Context: an optimization exercise on an open-source flow, tuned for small area, a short achievable clock period and few clock cycles. The choices shown serve that exercise and are no tape-out recipe.
No run shown here included a check of the RTL's function; only the layout flow was run.
Power is estimated from default activity; no workload was simulated.

==> design/flow/design.v <==
module mcu_test_sequencer #(
  parameter int unsigned DEPTH     = 64,
  parameter int unsigned ADDR_W    = $clog2(DEPTH),
  parameter int unsigned DATA_W    = 16,
  parameter bit          SIGN_EXT  = 1'b1,
  parameter int unsigned ROM_LAT   = 1,
  parameter logic [31:0] FINISH_PC = 32'h64,
  parameter int unsigned TIMEOUT   = 20'hFFFFF,
  parameter int unsigned CNT_W     = 20
) (
  input  logic              clk_sys,
  input  logic              rst_sync,
  input  logic              start,
  output logic [ADDR_W-1:0] rom_addr,
  input  logic [DATA_W-1:0] rom_rdata,
  output logic [ADDR_W-1:0] ram_addr,
  output logic              ram_we,
  output logic [DATA_W-1:0] ram_wdata,
  output logic              cpu_rst,
  input  logic [31:0]       cpu_pc,
  input  logic [31:0]       cpu_mem_addr,
  input  logic              cpu_mem_we,
  input  logic [31:0]       cpu_mem_wdata,
  output logic [31:0]       cpu_mem_rdata,
  output logic              busy,
  output logic              done,
  output logic              timeout_err,
  output logic [CNT_W-1:0]  cycle_cnt
);
  localparam logic [ADDR_W-1:0] IDX_LAST = ADDR_W'(DEPTH - 1);
  localparam logic [CNT_W-1:0]  RUN_LAST = CNT_W'(TIMEOUT - 1);
  localparam logic [31:0]       EXT_MASK =
    (DATA_W >= 32) ? 32'h0 : ~((32'h1 << DATA_W) - 32'h1);
  logic st_start_q, st_load_q, st_run_q, st_wb_q, st_done_q, st_err_q;
  logic st_start_d, st_load_d, st_run_d, st_wb_d, st_done_d, st_err_d;
  logic [ADDR_W-1:0] idx_q, idx_d;
  logic [CNT_W-1:0]  cnt_q, cnt_d;
  logic [7:0]        ilo_q, rhi_q, lhi_q;
  logic [31:0]       mem_q [DEPTH];
  logic [31:0]       ext_rdata;
  logic [31:0]       wdata;
  logic              unused_byte_lane;
  logic              finish, tmo, go, idx_last, run_we;
  logic [5:0]        a;
  localparam int unsigned RD_SLICES = 8;
  localparam int unsigned RD_BITS   = 32 / RD_SLICES;
  logic [7:0]        sel_lo [RD_SLICES];
  logic [7:0]        sel_hi [RD_SLICES];
  logic [7:0]        wr_lo, wr_hi;
  logic [DEPTH-1:0]  wsel;
  logic [31:0]       rdata;
  assign ext_rdata = (SIGN_EXT && rom_rdata[DATA_W-1]) ? (32'(rom_rdata) | EXT_MASK)
                                                       : 32'(rom_rdata);
  assign a                = cpu_mem_addr[7:2];
  assign unused_byte_lane = ^cpu_mem_addr[1:0];
  assign finish   = (cpu_pc == FINISH_PC);
  assign tmo      = (cnt_q == RUN_LAST);
  assign go       = (st_done_q | st_err_q) & start;
  assign idx_last = (idx_q == IDX_LAST);
  assign run_we   = st_run_q & cpu_mem_we;
  always_comb begin
    st_start_d = 1'b0;
    st_load_d  = go | st_start_q | (st_load_q & ~idx_last);
    st_run_d   = (st_load_q & idx_last) | (st_run_q & ~finish & ~tmo);
    st_wb_d    = (st_run_q & finish) | (st_wb_q & ~idx_last);
    st_done_d  = (st_wb_q & idx_last) | (st_done_q & ~start);
    st_err_d   = (st_run_q & ~finish & tmo) | (st_err_q & ~start);
  end
  always_comb begin
    idx_d = idx_q;
    if (st_start_q | go | ((st_load_q | st_wb_q) & ~idx_last) | (st_run_q & finish))
      idx_d = st_start_q ? '0 : idx_q + 1'b1;
  end
  always_comb begin
    cnt_d = cnt_q;
    if (st_load_q)     cnt_d = '0;
    else if (st_run_q) cnt_d = cnt_q + 1'b1;
  end
  for (genvar s = 0; s < RD_SLICES; s++) begin : g_slice
    mcu_test_sequencer_dec u_rd (.a(a), .en_lo(st_run_q), .en_hi(st_run_q), .x(cpu_mem_addr[31:8]),
                                 .alt_lo(ilo_q), .alt_hi(rhi_q),
                                 .sel_lo(sel_lo[s]), .sel_hi(sel_hi[s]));
  end
  mcu_test_sequencer_dec u_wr (.a(a), .en_lo(st_run_q), .en_hi(run_we), .x(cpu_mem_addr[31:8]),
                               .alt_lo(ilo_q), .alt_hi(lhi_q),
                               .sel_lo(wr_lo), .sel_hi(wr_hi));
  always_comb begin
    for (int i = 0; i < DEPTH; i++) wsel[i] = wr_lo[i % 8] & wr_hi[i / 8];
  end
  assign wdata = st_load_q ? ext_rdata : cpu_mem_wdata;
  for (genvar b = 0; b < 32; b++) begin : g_rd
    logic [7:0] grp_bit;
    for (genvar g = 0; g < 8; g++) begin : g_grp
      logic [7:0] word_bit;
      for (genvar j = 0; j < 8; j++) begin : g_w
        assign word_bit[j] = mem_q[8*g+j][b];
      end
      mcu_test_sequencer_ao8 u_lo (.sel(sel_lo[b / RD_BITS]), .d(word_bit), .y(grp_bit[g]));
    end
    mcu_test_sequencer_ao8 u_hi (.sel(sel_hi[b / RD_BITS]), .d(grp_bit), .y(rdata[b]));
  end
  always_ff @(posedge clk_sys or posedge rst_sync) begin
    if (rst_sync) begin
      st_start_q <= 1'b1;
      st_load_q  <= 1'b0;
      st_run_q   <= 1'b0;
      st_wb_q    <= 1'b0;
      st_done_q  <= 1'b0;
      st_err_q   <= 1'b0;
      ilo_q      <= '0;
      rhi_q      <= '0;
      lhi_q      <= '0;
    end else begin
      st_start_q <= st_start_d;
      st_load_q  <= st_load_d;
      st_run_q   <= st_run_d;
      st_wb_q    <= st_wb_d;
      st_done_q  <= st_done_d;
      st_err_q   <= st_err_d;
      for (int j = 0; j < 8; j++) begin
        ilo_q[j] <= ~st_run_d & (idx_d[2:0] == 3'(j));
        rhi_q[j] <= st_wb_d   & (idx_d[5:3] == 3'(j));
        lhi_q[j] <= st_load_d & (idx_d[5:3] == 3'(j));
      end
    end
  end
  always_ff @(posedge clk_sys) begin
    idx_q <= idx_d;
    cnt_q <= cnt_d;
  end
  always_ff @(posedge clk_sys) begin
    for (int i = 0; i < DEPTH; i++)
      if (wsel[i]) mem_q[i] <= wdata;
  end
  assign rom_addr      = st_start_q ? '0 : idx_q + 1'b1;
  assign ram_addr      = idx_q;
  assign ram_wdata     = rdata[DATA_W-1:0];
  assign cpu_mem_rdata = rdata;
  assign ram_we        = st_wb_q;
  assign cpu_rst       = ~st_run_q;
  assign busy          = st_load_q | st_run_q | st_wb_q;
  assign done          = st_done_q;
  assign timeout_err   = st_err_q;
  assign cycle_cnt     = cnt_q;
endmodule
module mcu_test_sequencer_ao8 (
  input  logic [7:0] sel,
  input  logic [7:0] d,
  output logic       y
);
  assign y = |(sel & d);
endmodule
module mcu_test_sequencer_dec (
  input  logic [5:0]  a,
  input  logic        en_lo,
  input  logic        en_hi,
  input  logic [23:0] x,
  input  logic [7:0]  alt_lo,
  input  logic [7:0]  alt_hi,
  output logic [7:0]  sel_lo,
  output logic [7:0]  sel_hi
);
  logic ok_lo, ok_hi;
  assign ok_lo = ~|x[11:0];
  assign ok_hi = ~|x[23:12];
  always_comb begin
    for (int j = 0; j < 8; j++) begin
      sel_lo[j] = (en_lo & ok_lo & (a[2:0] == 3'(j))) | alt_lo[j];
      sel_hi[j] = (en_hi & ok_hi & (a[5:3] == 3'(j))) | alt_hi[j];
    end
  end
endmodule
==> design/flow/flow/run.sh <==
#!/bin/bash
# Standard layout, with the ports buffered by plain buffers (buf_1) instead of
# the default delay buffers.
set -euo pipefail
bash standard.sh "BUFFER_PORTS_ARGS=-buffer_cell sky130_fd_sc_hd__buf_1" finish > standard_flow.log 2>&1
==> design/flow/standard.sh <==
#!/bin/bash
# synth_recipe.tcl (not shown) runs the flow's synth.tcl, then flattens the netlist and writes it again
# the make line also repeats each setting of config.mk as NAME=value (left out here)
make -C /OpenROAD-flow-scripts/flow DESIGN_CONFIG=/design/flow/config.mk WORK_HOME=/design/flow/orfs CLKGATE_MAP_FILE= SYNTH_SCRIPT=/design/flow/synth_recipe.tcl "${@:-finish}"
==> design/flow/config.mk <==
export PLATFORM = sky130hd
export DESIGN_NAME = mcu_test_sequencer
export DESIGN_NICKNAME = mcu_test_sequencer
export VERILOG_FILES = /design/flow/design.v
export SDC_FILE = /design/flow/constraint.sdc
export NUM_CORES = 4
export LEC_CHECK = 0
export CAP_MARGIN = 20
export CORE_MARGIN = 2
export CORE_UTILIZATION = 50
export CTS_CLUSTER_DIAMETER = 100
export CTS_CLUSTER_SIZE = 24
export SETUP_SLACK_MARGIN = 2.0
export SLEW_MARGIN = 20
export SYNTH_HIERARCHICAL = 1
==> design/flow/constraint.sdc <==
create_clock -name core_clock -period 6.5 [get_ports {clk_sys}]
set_input_delay 1.3000 -clock core_clock [delete_from_list [all_inputs] [get_ports {clk_sys}]]
set_output_delay 1.3000 -clock core_clock [all_outputs]
set_load 0.01 [all_outputs]
==> results of run 1 <==
-- stage by stage --
stage / power (mW) / setup WS [ps]
6_report: 23.7 / 1640
5_1_grt: 24.3 / 1580
4_1_cts: 23.6 / 1730
3_5_place_dp: 16.8 / 645
3_3_place_gp: 16.8 / 661
2_1_floorplan: 16.1 / 2000
-- where the power goes --
group          switching [mW]  leakage (nW)  total (mW)  internal [mW]
Clock                    4.03          1.28        6.82           2.79
Sequential             0.0426          19.1        15.0           14.9
Combinational            1.22          7.66        1.93          0.713
-- cells in the mapped netlist, drive strengths merged (9+ instances only) --
cell type and instances:
nand2b 37, nand2 30, mux2 20, nand4 330, o21ai 22, inv 31
nor4b 29, or2 18, a22oi 1152, clkbuf 13, xnor2 11, buf 21
nor4bb 9, nand3 11, edfxtp 2048, xor2 9, dfxtp 26, dfrtp 29
nor4 55, nor3 22, nor2 47, o21bai 144, and2 66
-- final cells by class --
cell class | instances | area [um^2] | share of cell area [%]
Sequential cell | 2104 | 62800 | 68.4
Timing Repair Buffer | 578 | 6120 | 6.68
Clock buffer | 117 | 2540 | 2.77
Antenna cell | 33 | 82.6 | 0.0900
Inverter | 32 | 123 | 0.134
Multi-Input combinational cell | 2073 | 17400 | 19.0
Clock inverter | 6 | 76.3 | 0.0832
Tap cell | 2058 | 2570 | 2.81
-- per-module statistics from Yosys (local to each module, per instance) --
module | flip-flops and latches | copies in the design
mcu_test_sequencer_dec | 0 | 9
mcu_test_sequencer_ao8 | 0 | 288
mcu_test_sequencer | 2104 | 1
-- flip-flops by register name, indices dropped and copies added (netlist names), 6 cells and up --
register / count
cnt_q: 20
idx_q: 6
ilo_q: 8
lhi_q: 8
mem_q: 2048
rhi_q: 8
-- per-layer routing --
layer / vias up / track usage (%) / part of all wire, %
met2: 3021 / 47.0 / 46
met1: 25200 / 43.7 / 39
met5: - / 0 / 0.0055
met4: 2 / 9.79 / 3.2
met3: 455 / 6.67 / 12
li1: 19700 / - / -
-- critical path: stages --
cell	delay (ps)
buf_12	120
nor4_4	360
nand4_1	330
buf_6	250
o21bai_4	210
buf_12	160
clkbuf_16	180
a22oi_1	110
nand4_1	110
a22oi_2	100
nand4_1	120
buf_6	120
buf_6	100
-- path summary, 6_finish.rpt --
kind                                              from                      end  cells past startpoint
min in group asynchronous                     rst_sync       st_err_q$_DFF_PP0_                      3
worst max register to register      st_run_q$_DFF_PP0_  mem_q[28][13]$_DFFE_PP_                      9
worst min-delay path            cnt_q[18]$_SDFFE_PP0P_   cnt_q[18]$_SDFFE_PP0P_                      2
max in group asynchronous                     rst_sync      st_load_q$_DFF_PP0_                      3
worst min register to register  cnt_q[18]$_SDFFE_PP0P_   cnt_q[18]$_SDFFE_PP0P_                      2
worst max-delay path                  cpu_mem_addr[17]        cpu_mem_rdata[13]                     13
-- cells by family after synthesis --
group,after synthesis,synth area share [%]
AO/OA/AOI/OAI,1343,12.8
XOR/XNOR,20,0.224
adder cells (fa/ha/maj),3,0.0479
buffers and inverters,66,0.463
flip-flops,2104,80.1
multiplexers,26,0.364
other,1,0.00479
AND/OR/NAND/NOR,679,5.93
-- timing repair --
item | CTS | global route
resized for setup | 463 | 128
endpoints found under the setup margin | 48 | 48
cloned | 22 | 29
buffers inserted | 116 | 20
pin swaps | 132 | 138
==> summary.txt, run 1 <==
status finished clean; Peak Freq 206 MHz; GR Overflow Total 0; total CTS buffers 97; Cells after Synth 4242; post-synth top area cell edfxtp_1; Post-synth EDFFs 2048; Seq/Total Area, Yosys 80.1%; clk buf depth 3; worst skew pair latency 760 ps; Core Region 156000 um^2; H-tree Lvls 3; Final Hold Fails 0; Synth Flop Type edfxtp_1; Fin Hold WS 530 ps; synth-to-layout area growth 17.1%; Placer Congestion 0.847; final setup vio count 0; Synth async-reset ratio 1.43%; max_cap viols 0; peak supply drop 0.274 mV; critical path peak fanout 8; CP arrival 3560 ps; vias in the first global route 45.2k; period utilization 74.8%; Routed Antenna Nets 0; post-synth top area share 78.5%; standard-cell rows 145; FF+latch count, synth 2104; Die Y 400 um; pwr dens 259 nW/um^2; final net count 5005; syn_nets 4361; post-layout instance area 91800 um^2; IO Pins 201; commonest non-fill, non-tap cell in the layout edfxtp_1; pin count of the biggest net entering global routing 65; Die Area 160000 um^2; filler cell count 11.3k; number of port buffers 198; dpl cells 6658; GR Util All Layers 30.6%; Slew HR 13.3%; vias per std cell 6.90; Via Count 48.3k; fin crit period 4860 ps; Syn Area/Cell 18.5 um^2; Area after DPL 84000 um^2; unrepaired setup endpoints after global routing true; clk sinks 2104; R2R Setup Slk 2270 ps; share of cells above drive strength 1 21.0%; Max Slew Vio Count 0; Worst-Margin Slew 1300 ps; Non-Filler Instances 7001; Syn. warnings 12; Initial Utilization 50.3%; Worst-path clk slew 100 ps; first drt pass iteration count 6; WL per Instance 36.2 um; number of hold buffers added after cts 0; Critical Path Source Type input port; root buffer cell clkbuf_16; clock skew 25.6 ps; Die X-Extent 400 um; Critical Path Sink Type output port; first-pass GRT wire length 343 mm; synth top area cells edfxtp_1 79%, a22oi_1 11%, nand4_1 2.6%; dpl hpwl 141 mm; kind of critical path input port to output port; LEAKAGE 28.0 nW; WL final 254 mm; TritonCTS clock tree done; Yosys cell types 61; initial antenna violation count 17; starting DRC count in detailed routing 7249; synthesized cell area 78300 um^2; drc violations 0; Required @ worst endpoint 5200 ps; most frequent cells in the layout 2048 x edfxtp_1, 1004 x a22oi_1, 328 x nand4_1, 202 x buf_4, 148 x a22oi_2; post-layout util 58.9%; Fin Setup TNS 0 ps; Hold Path Class flop to flop
==> run 2, diff against run 1 <==
--- a/design/flow/design.v
+++ b/design/flow/design.v
@@ -37,3 +37,3 @@
   logic [CNT_W-1:0]  cnt_q, cnt_d;
-  logic [7:0]        ilo_q, rhi_q, lhi_q;
+  logic [7:0]        ilo_n_q, rhi_n_q, lhi_n_q;
   logic [31:0]       mem_q [DEPTH];
@@ -41,2 +41,3 @@
   logic [31:0]       wdata;
+  logic              cpu_in_range;
   logic              unused_byte_lane;
@@ -55,2 +56,3 @@
   assign unused_byte_lane = ^cpu_mem_addr[1:0];
+  mcu_test_sequencer_zero24 u_range (.x(cpu_mem_addr[31:8]), .zero(cpu_in_range));
   assign finish   = (cpu_pc == FINISH_PC);
@@ -79,8 +81,8 @@
   for (genvar s = 0; s < RD_SLICES; s++) begin : g_slice
-    mcu_test_sequencer_dec u_rd (.a(a), .en_lo(st_run_q), .en_hi(st_run_q), .x(cpu_mem_addr[31:8]),
-                                 .alt_lo(ilo_q), .alt_hi(rhi_q),
+    mcu_test_sequencer_dec u_rd (.a(a), .en_lo(st_run_q), .en_hi(st_run_q), .ok(cpu_in_range),
+                                 .alt_lo_n(ilo_n_q), .alt_hi_n(rhi_n_q),
                                  .sel_lo(sel_lo[s]), .sel_hi(sel_hi[s]));
   end
-  mcu_test_sequencer_dec u_wr (.a(a), .en_lo(st_run_q), .en_hi(run_we), .x(cpu_mem_addr[31:8]),
-                               .alt_lo(ilo_q), .alt_hi(lhi_q),
+  mcu_test_sequencer_dec u_wr (.a(a), .en_lo(st_run_q), .en_hi(run_we), .ok(cpu_in_range),
+                               .alt_lo_n(ilo_n_q), .alt_hi_n(lhi_n_q),
                                .sel_lo(wr_lo), .sel_hi(wr_hi));
@@ -109,5 +111,2 @@
       st_err_q   <= 1'b0;
-      ilo_q      <= '0;
-      rhi_q      <= '0;
-      lhi_q      <= '0;
     end else begin
@@ -119,7 +118,2 @@
       st_err_q   <= st_err_d;
-      for (int j = 0; j < 8; j++) begin
-        ilo_q[j] <= ~st_run_d & (idx_d[2:0] == 3'(j));
-        rhi_q[j] <= st_wb_d   & (idx_d[5:3] == 3'(j));
-        lhi_q[j] <= st_load_d & (idx_d[5:3] == 3'(j));
-      end
     end
@@ -129,2 +123,7 @@
     cnt_q <= cnt_d;
+    for (int j = 0; j < 8; j++) begin
+      ilo_n_q[j] <= ~(~st_run_d & (idx_d[2:0] == 3'(j)));
+      rhi_n_q[j] <= ~(st_wb_d   & (idx_d[5:3] == 3'(j)));
+      lhi_n_q[j] <= ~(st_load_d & (idx_d[5:3] == 3'(j)));
+    end
   end
@@ -153,20 +152,48 @@
 module mcu_test_sequencer_dec (
-  input  logic [5:0]  a,
-  input  logic        en_lo,
-  input  logic        en_hi,
-  input  logic [23:0] x,
-  input  logic [7:0]  alt_lo,
-  input  logic [7:0]  alt_hi,
-  output logic [7:0]  sel_lo,
-  output logic [7:0]  sel_hi
+  input  logic [5:0] a,
+  input  logic       en_lo,
+  input  logic       en_hi,
+  input  logic       ok,
+  input  logic [7:0] alt_lo_n,
+  input  logic [7:0] alt_hi_n,
+  output logic [7:0] sel_lo,
+  output logic [7:0] sel_hi
 );
-  logic ok_lo, ok_hi;
-  assign ok_lo = ~|x[11:0];
-  assign ok_hi = ~|x[23:12];
-  always_comb begin
-    for (int j = 0; j < 8; j++) begin
-      sel_lo[j] = (en_lo & ok_lo & (a[2:0] == 3'(j))) | alt_lo[j];
-      sel_hi[j] = (en_hi & ok_hi & (a[5:3] == 3'(j))) | alt_hi[j];
-    end
+  logic [5:0] a_n;
+  logic       en_hi_ok;
+  logic [7:0] dec_lo_n, dec_hi_n;
+  assign a_n      = ~a;
+  assign en_hi_ok = en_hi & ok;
+  for (genvar j = 0; j < 8; j++) begin : g_line
+    mcu_test_sequencer_nand4 u_dl (.a(en_lo), .b(j[0] ? a[0] : a_n[0]),
+                                   .c(j[1] ? a[1] : a_n[1]), .d(j[2] ? a[2] : a_n[2]),
+                                   .y(dec_lo_n[j]));
+    mcu_test_sequencer_nand4 u_dh (.a(en_hi_ok), .b(j[0] ? a[3] : a_n[3]),
+                                   .c(j[1] ? a[4] : a_n[4]), .d(j[2] ? a[5] : a_n[5]),
+                                   .y(dec_hi_n[j]));
+    mcu_test_sequencer_nand2 u_sl (.a(dec_lo_n[j]), .b(alt_lo_n[j]), .y(sel_lo[j]));
+    mcu_test_sequencer_nand2 u_sh (.a(dec_hi_n[j]), .b(alt_hi_n[j]), .y(sel_hi[j]));
   end
 endmodule
+module mcu_test_sequencer_nand4 (
+  input  logic a,
+  input  logic b,
+  input  logic c,
+  input  logic d,
+  output logic y
+);
+  assign y = ~(a & b & c & d);
+endmodule
+module mcu_test_sequencer_nand2 (
+  input  logic a,
+  input  logic b,
+  output logic y
+);
+  assign y = ~(a & b);
+endmodule
+module mcu_test_sequencer_zero24 (
+  input  logic [23:0] x,
+  output logic        zero
+);
+  assign zero = ~|x;
+endmodule
==> run 2 against run 1 <==
  * Power up 1.2%
  * Register-to-register slack better by 240 ps
  * Synthesized area down 1.7%
  * Sequential power about the same
  * Sequential cell count unchanged
  * Design area down 1.7%
  * Worst setup slack better by 150 ps
  * Clock power up 3%
  * Worst hold slack worse by 7.8 ps
  * Critical path type unchanged
  * Highest routed layer unchanged
==> summary.txt, run 2 <==
Required @ worst endpoint 5200 ps; critical path's slowest cell nand4_1; post-layout instance area 90200 um^2; Cells after Synth 4239; Area after DPL 81900 um^2; Largest Register mem_q; Synth Flop Type edfxtp_1; most frequent cells in the layout 2048 x edfxtp_1, 915 x a22oi_1, 438 x nand4_1, 237 x a22oi_2, 168 x buf_4; clk sinks 2104; syn_nets 4358; dpl hpwl 135 mm; number of flip-flops in the largest register 2048; sw frac 22.5%; Flop pwr share 62.3%; first drt pass iteration count 6; Max Slew Vio Count 0; LEAKAGE 27.8 nW; Worst-Margin Slew 1270 ps; Clk network pwr share 29.2%; Synth async-reset ratio 0.285%; number of hold buffers added after cts 0; Slew HR 15.5%; total CTS buffers 98; clock skew 37.7 ps; Initial Utilization 50.2%; GR Overflow Total 0; Syn. warnings 11; Fin Hold WS 522 ps; WL per Instance 35.9 um; vias in the first global route 44.2k; WL final 250 mm; GR Util All Layers 30.2%; clk buf depth 3; Final Hold Fails 0; Core Region 154000 um^2; final setup vio count 0; vias per std cell 6.88; fin crit period 4710 ps; Non-Filler Instances 6953; Regs by FF count mem_q: 2048 flops, cnt_q: 20 flops; Die Area 157000 um^2; post-synth top area cell edfxtp_1; wl on met1 95.9 mm; final net count 4996; logic gate share of total power 8.5%; initial antenna violation count 5; Routed Antenna Nets 0; worst skew pair latency 770 ps; pin count of the biggest net entering global routing 65; peak supply drop 0.223 mV; synth top area cells edfxtp_1 80%, a22oi_1 11%, nand4_1 3.6%; Placer Congestion 0.874; end point of the critical path cpu_mem_rdata[5]; CP arrival 3410 ps; synthesized cell area 77000 um^2; Syn Area/Cell 18.2 um^2; Pwr Total 24.0 mW; unrepaired setup endpoints after global routing true; Cell Chain, Critical Path clkbuf_16 -> buf_12 -> buf_12 -> inv_6 -> nand4_1 -> nand2_4 -> buf_12 -> a22oi_2 -> nand4_1 -> a22oi_2 -> nand4_1 -> buf_2; Reg2Reg Depth 11; synth-to-layout area growth 17.0%; filler cell count 11.3k; top-count cell post-synth edfxtp_1; Yosys cell types 54; DR WL met3 32.4 mm; critical path peak fanout 8; Fin Setup TNS 0 ps; FF+latch count, synth 2104; CP max stage delay 300 ps; IO Pins 201; P_sw 5.41 mW; standard-cell rows 144; Synth top cells by count 2048 x edfxtp_1, 1152 x a22oi_1, 438 x nand4_1; Critical Path Source Type input port; Critical Path Sink Type output port; R2R Setup Slk 2510 ps; Peak Freq 212 MHz; Seq/Total Area, Yosys 81.3%; H-tree Lvls 3; DR WL met2 111 mm; dpl cells 6632; Via Count 47.9k; commonest non-fill, non-tap cell in the layout edfxtp_1; Die Y 396 um; post-synth top area share 79.8%; root buffer cell clkbuf_16; max_cap viols 0; starting DRC count in detailed routing 7049; Post-synth EDFFs 2048; Die X-Extent 396 um; kind of critical path input port to output port; status finished clean; drc violations 0; TritonCTS clock tree done; pwr dens 267 nW/um^2; reg2reg start st_run_q$_DFF_PP0_; first-pass GRT wire length 334 mm; number of port buffers 198; reg2reg end mem_q[61][20]$_DFFE_PP_; crit path launch cpu_mem_addr[4]; internal power 18.6 mW; Worst-path clk slew 90 ps; Hold Path Class flop to flop; share of cells above drive strength 1 20.4%; period utilization 72.5%; Top Metal Used met5
-- run 2: cell count changes in the layout (fill, tap and decap cells not counted), moves of 29 or more --
cell	change
nand4_1	+110
buf_4	-34
nand2_2	+52
nand2_4	+36
a22oi_2	+89
inv_1	+43
o21bai_4	-61
o21bai_2	-64
a22oi_1	-89
nand2_1	+42
buf_1	+29
-- run 2: final cells by class --
class                   count  area (um^2)  area share (%)
flip-flops and latches   2104        62700            69.5
multi-input cells        2024        15900            17.7
repair buffers            564         5900            6.54
clock buffers             123         2700            2.99
well taps                2044         2560            2.84
inverters                  85          332           0.368
clock inverters             4         66.3          0.0736
diodes                      5         12.5          0.0139
-- run 2: worst min path at each step --
stage                           start                endpoint  slack (ps)  cells after the start
2_1_floorplan  cnt_q[11]$_SDFFE_PP0P_  cnt_q[11]$_SDFFE_PP0P_         510                      2
3_3_place_gp   cnt_q[11]$_SDFFE_PP0P_  cnt_q[11]$_SDFFE_PP0P_         480                      2
3_5_place_dp   cnt_q[11]$_SDFFE_PP0P_  cnt_q[11]$_SDFFE_PP0P_         510                      2
4_1_cts        cnt_q[11]$_SDFFE_PP0P_  cnt_q[11]$_SDFFE_PP0P_         530                      2
5_1_grt        cnt_q[11]$_SDFFE_PP0P_  cnt_q[11]$_SDFFE_PP0P_         570                      2
6_report       cnt_q[11]$_SDFFE_PP0P_  cnt_q[11]$_SDFFE_PP0P_         520                      2
-- run 2: cells by family (layout without fill, tap and decap cells) --
group / count (synthesis) / count (layout) / synth area share (%)
other: 1 / 6 / 0.00487
AND/OR/NAND/NOR: 772 / 777 / 5.69
multiplexers: 29 / 29 / 0.417
XOR/XNOR: 22 / 22 / 0.250
AO/OA/AOI/OAI: 1192 / 1192 / 11.6
buffers and inverters: 116 / 776 / 0.660
adder cells (fa/ha/maj): 3 / 3 / 0.0487
flip-flops: 2104 / 2104 / 81.3
-- run 2: worst max-delay path, delay by kind of cell --
| kind | cells | cell delay (ps) |
|---|---|---|
| AO/OA/AOI/OAI | 2 | 470 |
| buffers and inverters | 6 | 880 |
| AND/OR/NAND/NOR | 4 | 760 |
-- run 2: what timing repair did --
action,CTS,global route
pin swaps,90,210
endpoints found under the hold margin,0,0
endpoints found under the setup margin,48,48
cloned,36,29
gates resized for setup,443,284
buffers inserted,81,43
-- run 2: power groups by stage --
stage | sequential (mW) | clock (mW) | combinational (mW)
finish | 15.0 | 7.01 | 2.03
floorplan | 15.3 | 0 | 0.843
global route | 15.0 | 7.51 | 2.12
CTS | 15.0 | 7.05 | 1.81
detailed placement | 15.3 | 0 | 1.56
global placement | 15.3 | 0 | 1.53
-- run 2: per-module statistics from Yosys (local to each module, per instance) --
module                     area, um^2  flip-flops and latches
mcu_test_sequencer_zero24        57.6                       0
mcu_test_sequencer_dec           28.8                       0
mcu_test_sequencer_nand2         3.75                       0
mcu_test_sequencer_nand4         6.26                       0
mcu_test_sequencer              64800                    2104
mcu_test_sequencer_ao8           36.3                       0
-- run 2: per-stage QoR --
step                      setup slack, ps  util (%)
after floorplan                      2280         -
after global placement                794      53.3
after detailed placement              756      53.3
after CTS                            1890      57.3
after global routing                 1780      58.7
final                                1790      58.7
-- run 2: routing by layer --
layer	track usage [%]	up-vias
met5	0	-
met4	10.9	8
met3	7.82	506
met2	45.2	3170
met1	43.1	24700
li1	-	19500
==> run 3, diff against run 2 <==
--- a/design/flow/design.v
+++ b/design/flow/design.v
@@ -45,3 +45,3 @@
   logic [5:0]        a;
-  localparam int unsigned RD_SLICES = 8;
+  localparam int unsigned RD_SLICES = 4;
   localparam int unsigned RD_BITS   = 32 / RD_SLICES;
==> run 3 against run 2 <==
  * Wire length decreased by 0.99%
  * Still clean on timing, DRC and antenna
  * Power decreased by 0.39%
  * Global-route usage increased by 0.56 points
  * Final cell count decreased by 1.5%
  * Worst hold slack got worse by 93 ps
  * Sequential cell count unchanged
==> summary.txt, run 3 <==
Clk network pwr share 28.7%; Seq/Total Area, Yosys 82.1%; number of flip-flops in the largest register 2048; Via Count 46.8k; Max Slew Vio Count 0; post-synth top area share 80.6%; root buffer cell clkbuf_16; worst skew pair latency 760 ps; synth-to-layout area growth 17.6%; critical path peak fanout 7; sw frac 22.6%; Die Y 395 um; vias in the first global route 44.2k; Worst-path clk slew 100 ps; drc violations 0; top-count cell post-synth edfxtp_1; fin crit period 4860 ps; Largest Register mem_q; IO Pins 201; Hold Path Class input port to asynchronous set/reset pin; internal power 18.5 mW; Cells after Synth 4083; syn_nets 4202; Placer Congestion 0.837; number of port buffers 198; peak supply drop 0.242 mV; first-pass GRT wire length 339 mm; final net count 4910; post-synthesis adder-cell area fraction 0.0492%; commonest non-fill, non-tap cell in the layout edfxtp_1; Regs by FF count mem_q: 2048 flops, cnt_q: 20 flops; status finished clean; GR Overflow Total 0; dpl hpwl 130 mm; TritonCTS clock tree done; Post-synth EDFFs 2048; logic gate share of total power 8.6%; Critical Path Source Type input port; pin count of the biggest net entering global routing 65; Die X-Extent 395 um; Worst-Margin Slew 1270 ps; Final Hold Fails 0; Fin Setup TNS 0 ps; Critical Path Sink Type output port; Required @ worst endpoint 5200 ps; R2R Setup Slk 3120 ps; vias per std cell 6.83; max_cap viols 0; first drt pass iteration count 7; post-synthesis simple-gate area fraction 4.87%; kind of critical path input port to output port; pwr dens 267 nW/um^2; share of cells above drive strength 1 21.2%; xor and xnor area share after synthesis 0.253%; post-synthesis compound-gate area fraction 11.7%; Synth Flop Type edfxtp_1; reg2reg start st_run_q$_DFF_PP0_; post-synthesis mux area share 0.422%; H-tree Lvls 3; most frequent cells in the layout 2048 x edfxtp_1, 922 x a22oi_1, 374 x nand4_1, 235 x buf_4, 230 x a22oi_2; final setup vio count 0; CP arrival 3560 ps; synthesized cell area 76300 um^2; period utilization 74.8%; WL per Instance 36.1 um; filler cell count 11.3k; Slew HR 15.2%; WL final 247 mm; Syn Area/Cell 18.7 um^2; starting DRC count in detailed routing 7389; Fin Hold WS 430 ps; Yosys cell types 54; Routed Antenna Nets 0; Synth top cells by count 2048 x edfxtp_1, 1152 x a22oi_1, 374 x nand4_1; Reg2Reg Depth 7; Synth async-reset ratio 0.285%; Syn. warnings 11; Flop pwr share 62.7%; clk sinks 2104; unrepaired setup endpoints after global routing true; synth top area cells edfxtp_1 81%, a22oi_1 11%, nand4_1 3.1%; Peak Freq 206 MHz; Core Region 152000 um^2; clk buf depth 3; clock skew 42.1 ps; standard-cell rows 143; Initial Utilization 50.3%; main combinational cell family by area after synthesis compound AO/OA/AOI/OAI gates; reg2reg end mem_q[55][5]$_DFFE_PP_; GR Util All Layers 30.8%; Die Area 156000 um^2; P_sw 5.41 mW; total CTS buffers 98; initial antenna violation count 10; LEAKAGE 27.5 nW; post-synth top area cell edfxtp_1; FF+latch count, synth 2104
[run 3: Yosys stat by module (local to each module, per instance)]
module / area (um^2) / cells / flip-flops and latches / copies in the design
mcu_test_sequencer: 64800 / 2439 / 2104 / 1
mcu_test_sequencer_ao8: 36.3 / 5 / 0 / 288
mcu_test_sequencer_dec: 28.8 / 7 / 0 / 5
mcu_test_sequencer_nand2: 3.75 / 1 / 0 / 80
mcu_test_sequencer_nand4: 6.26 / 1 / 0 / 80
mcu_test_sequencer_zero24: 57.6 / 9 / 0 / 1
[run 3: logic make-up after synthesis]
group	after synthesis
xor+xnor	22
compound gates	1192
buf+inv	92
flops	2104
simple gates	640
other cells	1
mux	29
fa+ha+maj	3
[run 3: how the worst max path moves through the flow]
stage                         start           endpoint
floorplan           cpu_mem_addr[4]  cpu_mem_rdata[16]
global placement    cpu_mem_addr[2]       ram_wdata[4]
detailed placement  cpu_mem_addr[2]   cpu_mem_rdata[4]
CTS                 cpu_mem_addr[3]  cpu_mem_rdata[25]
global route        cpu_mem_addr[3]  cpu_mem_rdata[26]
finish              cpu_mem_addr[3]  cpu_mem_rdata[27]
[run 3: critical path, stage by stage]
cell,delay (ps)
buf_12,120
buf_8,120
buf_6,110
nand4_1,210
nand2_8,110
buf_12,200
buf_12,150
a22oi_2,140
nand4_1,180
a22oi_2,360
nand4_1,300
buf_2,230
[run 3: metal layers]
| layer | GRT usage (%) | routed length, um | vias up |
|---|---|---|---|
| met4 | 11.2 | 10100 | 6 |
| met1 | 43.0 | 93400 | 24200 |
| met5 | 0 | 74 | - |
| met2 | 48.0 | 114000 | 2959 |
| li1 | - | - | 19100 |
| met3 | 6.64 | 29400 | 522 |
[run 3: through the flow]
stage                     power (mW)  std cells  setup slack [ps]  utilization [%]  cell area [um^2]
after global placement          16.8       6455               744             53.5             81200
after CTS                       23.8       6778              1730             58.1             88100
after global routing            24.5       6848              1620             59.1             89700
after detailed placement        16.8       6456               691             53.6             81200
after floorplan                 16.1       4083              2060                -             76300
final                           23.9       6851              1640             59.1             89700
[run 3: area by class of cell]
class	instances	area [um^2]	area share, %
Clock inverter	5	53.8	0.0600
Clock buffer	122	2610	2.90
Timing Repair Buffer	608	5780	6.44
Multi-Input combinational cell	1918	15800	17.6
Inverter	61	231	0.258
Tap cell	2030	2540	2.83
Sequential cell	2104	62700	69.9
Antenna cell	3	7.51	0.00837
[run 3: power groups by stage]
stage | sequential, mW | combinational [mW] | clock, mW
floorplan | 15.3 | 0.839 | 0
global placement | 15.3 | 1.54 | 0
detailed placement | 15.3 | 1.56 | 0
global route | 15.0 | 2.15 | 7.36
finish | 15.0 | 2.05 | 6.88
CTS | 15.0 | 1.89 | 6.93
[run 3: repair_timing]
| item | 4_1_cts | 5_1_grt |
|---|---|---|
| cloned | 51 | 10 |
| setup endpoints to repair | 48 | 48 |
| buffers inserted | 144 | 60 |
| pin swaps | 117 | 185 |
| hold buffers | 0 | 0 |
| resized for setup | 424 | 217 |

afterwards: timing with drivers on the ports:
No port has a modelled driver above. Below, the same layouts with a new extraction and two added sets of constraints.
Step 1, drivers: a clkbuf_16 drives clk_sys and a buf_2 each remaining input, both assumed.
Step 2 moves the port delays by t, midway between the first and last clock arrival at a register: inputs arrive t later, outputs are due t later. That takes back most of the time a late clock gives input paths.
Slacks: ideal ports / drivers / drivers and shift; pairs: ideal ports / drivers.
run | t (ns) | slack for setup (ns) | worst setup path after step 2
run 1 | 0.835 | 1.641 / 1.438 / 1.438 | input to output
run 2 | 0.844 | 1.790 / 1.445 / 1.445 | input to output
run 3 | 0.822 | 1.639 / 1.468 / 1.468 | input to output
After both steps every run listed still meets setup and hold. For run 2, which loses most, drivers alone change the setup slack by -0.345 ns; drivers and shift together by -0.345 ns.
